Source: an optimization exercise on an open RTL-to-GDS flow (aim: small area, a short achievable clock period and few clock cycles per item). Production flows keep margins and buffers that such runs may drop.
Where RTL was checked, it was by simulation tests only, not by an equivalence proof against the original.
Power and IR drop assume default switching activity.

old:
// ekf_frontend_top
module ekf_frontend_top (
  input  wire                clk,
  input  wire                sys_rst,
  input  wire                ekf_pkg::stage_e i_stage_val,
  output logic               o_stage_rdy,
  input  wire                ekf_pkg::lm_idx_t i_l_k,
  input  wire                ekf_pkg::data_t i_rk,
  input  wire                ekf_pkg::data_t i_phi,
  output logic               o_plb_en,
  output logic               o_plb_we,
  output ekf_pkg::plb_addr_t o_plb_addr,
  output ekf_pkg::data_t     o_plb_din,
  input  wire                ekf_pkg::data_t i_plb_dout,
  output logic               o_init_predict,
  output logic               o_init_newlm,
  output logic               o_init_update,
  output ekf_pkg::data_t     o_xk,
  output ekf_pkg::data_t     o_yk,
  output ekf_pkg::data_t     o_xita,
  output ekf_pkg::data_t     o_lkx,
  output ekf_pkg::data_t     o_lky,
  input  wire                i_done_predict,
  input  wire                i_done_newlm,
  input  wire                i_done_update,
  input  wire                ekf_pkg::data_t i_result_0,
  input  wire                ekf_pkg::data_t i_result_1,
  input  wire                ekf_pkg::data_t i_result_2,
  ...
export LEC_CHECK = 0
export CAP_MARGIN = 20
export CORE_MARGIN = 2
export CORE_UTILIZATION = 40
export SETUP_SLACK_MARGIN = 3.0
export SLEW_MARGIN = 20
create_clock -name core_clock -period 5.5 [get_ports {clk}]
run.sh (not shown) runs the stock make flow with config.mk's settings and CLKGATE_MAP_FILE= SYNTH_SCRIPT=/design/flow/synth_recipe.tcl, a recipe that flattens the netlist after the stock synthesis.
Testbench counts of old, summed over its fixed seeds: cycles 24,171, stages 1,200.
Changes in new relative to old:
- CTS_BUF_LIST: unset -> sky130_fd_sc_hd__clkbuf_4 sky130_fd_sc_hd__clkbuf_8
- SETUP_SLACK_MARGIN: 3.0 -> 2.2
- CORE_UTILIZATION: 40 -> 45
==> flow/flow/run.sh (new file) <==
#!/bin/bash
# Standard layout, with the smallest plain buffer on every port instead of
# the default port buffer.
set -euo pipefail
export BUFFER_PORTS_ARGS="-buffer_cell sky130_fd_sc_hd__buf_1"
bash standard.sh > standard.log 2>&1
==> flow/standard.sh (new file) <==
#!/bin/bash
# synth_recipe.tcl (not shown) runs the flow's synth.tcl, then flattens the netlist and writes it again
# the make line also repeats each setting of config.mk as NAME=value (left out here)
make -C /OpenROAD-flow-scripts/flow DESIGN_CONFIG=/design/flow/config.mk WORK_HOME=/design/flow/orfs CLKGATE_MAP_FILE= SYNTH_SCRIPT=/design/flow/synth_recipe.tcl "${@:-finish}"
removed: flow/run.sh
On switching part of the total, the higher figure sits with new, not old.
new against old: number of setup buffers added after CTS lower; setup slack higher; average detailed-routed wire length per instance went down 2.2 um; finished layout cell area went down.
new ends up with a final cell count that is about 6% lower than in old.

---

Another version of the RTL of ekf_frontend_top (not shown whole).
Size in the first run: ~540 I/O pins, roughly 0.017 sq mm of cells after synthesis.
make LEC_CHECK=0 CAP_MARGIN=20 CORE_MARGIN=2 CORE_UTILIZATION=40 SETUP_SLACK_MARGIN=3.0 SLEW_MARGIN=20 finish   # period 5.5 ns
Stock flow here: none of the scripts above is used.
Testbench counts at the start, summed over its fixed seeds: cycles 24,171, stages 1,200.
Next try:
- SETUP_SLACK_MARGIN: 3.0 -> 0.2
=> Clock power is about the same; setup slack degrades by 0.99 ns; register-to-register slack degrades by 0.99 ns.
Next try:
- ABC_CLOCK_PERIOD_IN_PS: unset -> 2500
- SETUP_SLACK_MARGIN: 0.2 -> 2.0
=> Combinational power climbs by about 2%; fmax climbs by 25%; critical path depth drops by 1; count of clock-buffer cells in the layout drops by 4.

---

Another version of the RTL of ekf_frontend_top (not shown whole).
Size: about 2,300 cells after synthesis, roughly 250 flip-flops, about 0.019 mm² of cells after synthesis.
export LEC_CHECK = 0
export CAP_MARGIN = 20
export CORE_MARGIN = 2
export CORE_UTILIZATION = 50
export CTS_BUF_LIST = sky130_fd_sc_hd__clkbuf_4 sky130_fd_sc_hd__clkbuf_8
export CTS_CLUSTER_DIAMETER = 60
export CTS_CLUSTER_SIZE = 24
export SETUP_SLACK_MARGIN = 2.2
export SLEW_MARGIN = 20
create_clock -name core_clock -period 5.5 [get_ports {clk}]
standard.sh (not shown) runs the stock make flow with config.mk's settings and CLKGATE_MAP_FILE= SYNTH_SCRIPT=/design/flow/synth_recipe.tcl, a recipe that flattens the netlist after the stock synthesis.
==> flow/flow/run.sh <==
#!/bin/bash
# Standard layout, with the smallest plain buffer on every port instead of
# the default port buffer.
set -euo pipefail
export BUFFER_PORTS_ARGS="-buffer_cell sky130_fd_sc_hd__buf_1"
bash standard.sh > standard.log 2>&1
==> next run, changes <==
CORE_UTILIZATION = 45   (was 50)
CTS_CLUSTER_DIAMETER = not set   (was 60)
CTS_CLUSTER_SIZE = not set   (was 24)
What happened: The new run went through all stages and came out clean; hold slack got worse by 0.012 ns; die area went up by roughly a tenth; final cell count went up slightly; utilization went down by 5.3 points; cell area went up slightly; via count went up slightly; total power went up by a little under a tenth; global-route usage went down by 2.1 points; routed wire length went up by a few percent; clock-buffer cell count went up by 31; sequential power hardly moves.
No functional check of the RTL was part of any run of this note.

---

run a:
ekf_frontend_top, a different RTL version from the one above (not shown whole).
Size: ~1,800 cells after synthesis, roughly 260 flip-flops, roughly 540 I/O pins, ~15,000 sq um of cells after synthesis.
export LEC_CHECK = 0
export CAP_MARGIN = 20
export CORE_MARGIN = 2
export CORE_UTILIZATION = 50
export CTS_BUF_LIST = sky130_fd_sc_hd__clkbuf_4 sky130_fd_sc_hd__clkbuf_8
export SETUP_SLACK_MARGIN = 2.9
export SLEW_MARGIN = 20
create_clock -name core_clock -period 5.5 [get_ports {clk}]
Scripts as last shown in full above: flow/flow/run.sh
Run a ran to completion and came out clean on the timing, design-rule and antenna checks.
Testbench counts of run a, summed over its fixed seeds: cycles 22,971, stages 1,200.
## Diff of input files: run b against run a
Settings: changing SETUP_SLACK_MARGIN from 2.9 to 2.6.
Results
Run b completed; timing, DRC and antenna clean. Multi-input gate area in the final layout on run b is down relative to run a. Looking at wire length of the first global-routing pass, run b sits 1.9% below run a. On setup slack, run a and run b are neck and neck. Diff run a -> run b: detailed-route via count shows a reduction of 131; area after synthesis neither gained nor lost much; peak supply drop grew by 4.7%.

---

Another version of the RTL of ekf_frontend_top (not shown whole).
Size in the first run: roughly 260 flip-flops, roughly 540 I/O pins, about 16000 sq um of cells after synthesis.
export LEC_CHECK = 0
export CAP_MARGIN = 20
export CORE_MARGIN = 2
export CORE_UTILIZATION = 50
export CTS_BUF_LIST = sky130_fd_sc_hd__clkbuf_4 sky130_fd_sc_hd__clkbuf_8
export SETUP_SLACK_MARGIN = 2.2
export SLEW_MARGIN = 20
create_clock -name core_clock -period 5.5 [get_ports {clk}]
Scripts as last shown in full above: flow/flow/run.sh
The starting point went through all stages and came out clean.
Testbench counts at the start, summed over its fixed seeds: cycles 22,180, stages 1,200.
Edit:
Settings changed: SETUP_SLACK_MARGIN 2.2 to 2.6.
Wire length came out higher by about 1.1%.
Clock-buffer cell count came out higher by 4.
Synthesized cell count stays the same.
Final area climbs by 2.9%.
Non-clock buffer count is higher by 28.
Register-to-register slack got worse by 0.02 ns.
Hold slack got worse by 0.017 ns.
Worst setup slack loses 0.023 ns.

---

ekf_frontend_top, a different RTL version from the one above (not shown whole).
Size: roughly 2300 cells after synthesis, ~540 I/O pins, roughly 19000 µm² of cells after synthesis.
export LEC_CHECK = 0
export CAP_MARGIN = 20
export CORE_MARGIN = 2
export CORE_UTILIZATION = 40
export SETUP_SLACK_MARGIN = 3.0
export SLEW_MARGIN = 20
create_clock -name core_clock -period 5.5 [get_ports {clk}]
Scripts as last shown in full above: flow/flow/run.sh
The starting point finished with timing, DRC and antenna clean.
Rerun with:
Settings changed: CORE_UTILIZATION 40 to 45, CTS_BUF_LIST set to sky130_fd_sc_hd__clkbuf_4 sky130_fd_sc_hd__clkbuf_8, SETUP_SLACK_MARGIN 3.0 to 2.2.
The new run produced a clean layout.
Design area went down by 8.2%.
Power went down by 5.3%.
Count of clock-buffer cells in the layout went up by 36.
Worst setup slack is better by 0.0085 ns.
Hold slack is worse by 0.017 ns.
Critical path depth went down by 1.
Core utilization went up by 2.0 points.
Wire length went down by 13%.
No functional check of the RTL was part of any run of this note.

-- port drivers added, routing unchanged --
In the flow no input, the clock included, has a driving cell. The finished layouts below were timed again as built, in two steps. Step 1 sets driving cells, clkbuf_16 on the clock port and buf_2 on the other inputs (assumed; they add their load-dependent delay and slew). Step 2 times the ports against the registers' clock, not the clock port: input delays grow and output delays shrink by t, the midpoint of the rising clock arrivals with the driver on. a / b / c = no drivers / after step 1 / after step 2; a / b = the first two.
run	t, ns	setup slack, ns	cell pins on the clock port's net
old	0.611	2.235 / 2.235 / 2.235	1
new	0.704	2.295 / 2.295 / 2.295	1
the first run of note 2	0.631	2.109 / 2.109 / 2.109	1
the second run of note 2	0.643	1.116 / 1.116 / 1.116	1
the third run of note 2	0.641	1.987 / 1.987 / 1.816	1
the first run of note 3	0.627	2.170 / 2.170 / 1.859	1
the second run of note 3	0.696	2.176 / 2.176 / 1.845	1
run a	0.607	2.630 / 2.630 / 2.516	1
run b	0.606	2.630 / 2.602 / 2.552	1
the first run of note 5	0.637	2.339 / 2.339 / 2.339	1
the second run of note 5	0.633	2.317 / 2.317 / 2.317	1
the first run of note 6	0.603	1.901 / 1.901 / 1.901	1
the second run of note 6	0.703	1.909 / 1.909 / 1.909	1
After both steps setup and hold are still met in every run listed. The setup slack of the second run of note 3, which loses most, moves by 0.000 ns with the drivers and by -0.331 ns with both steps.
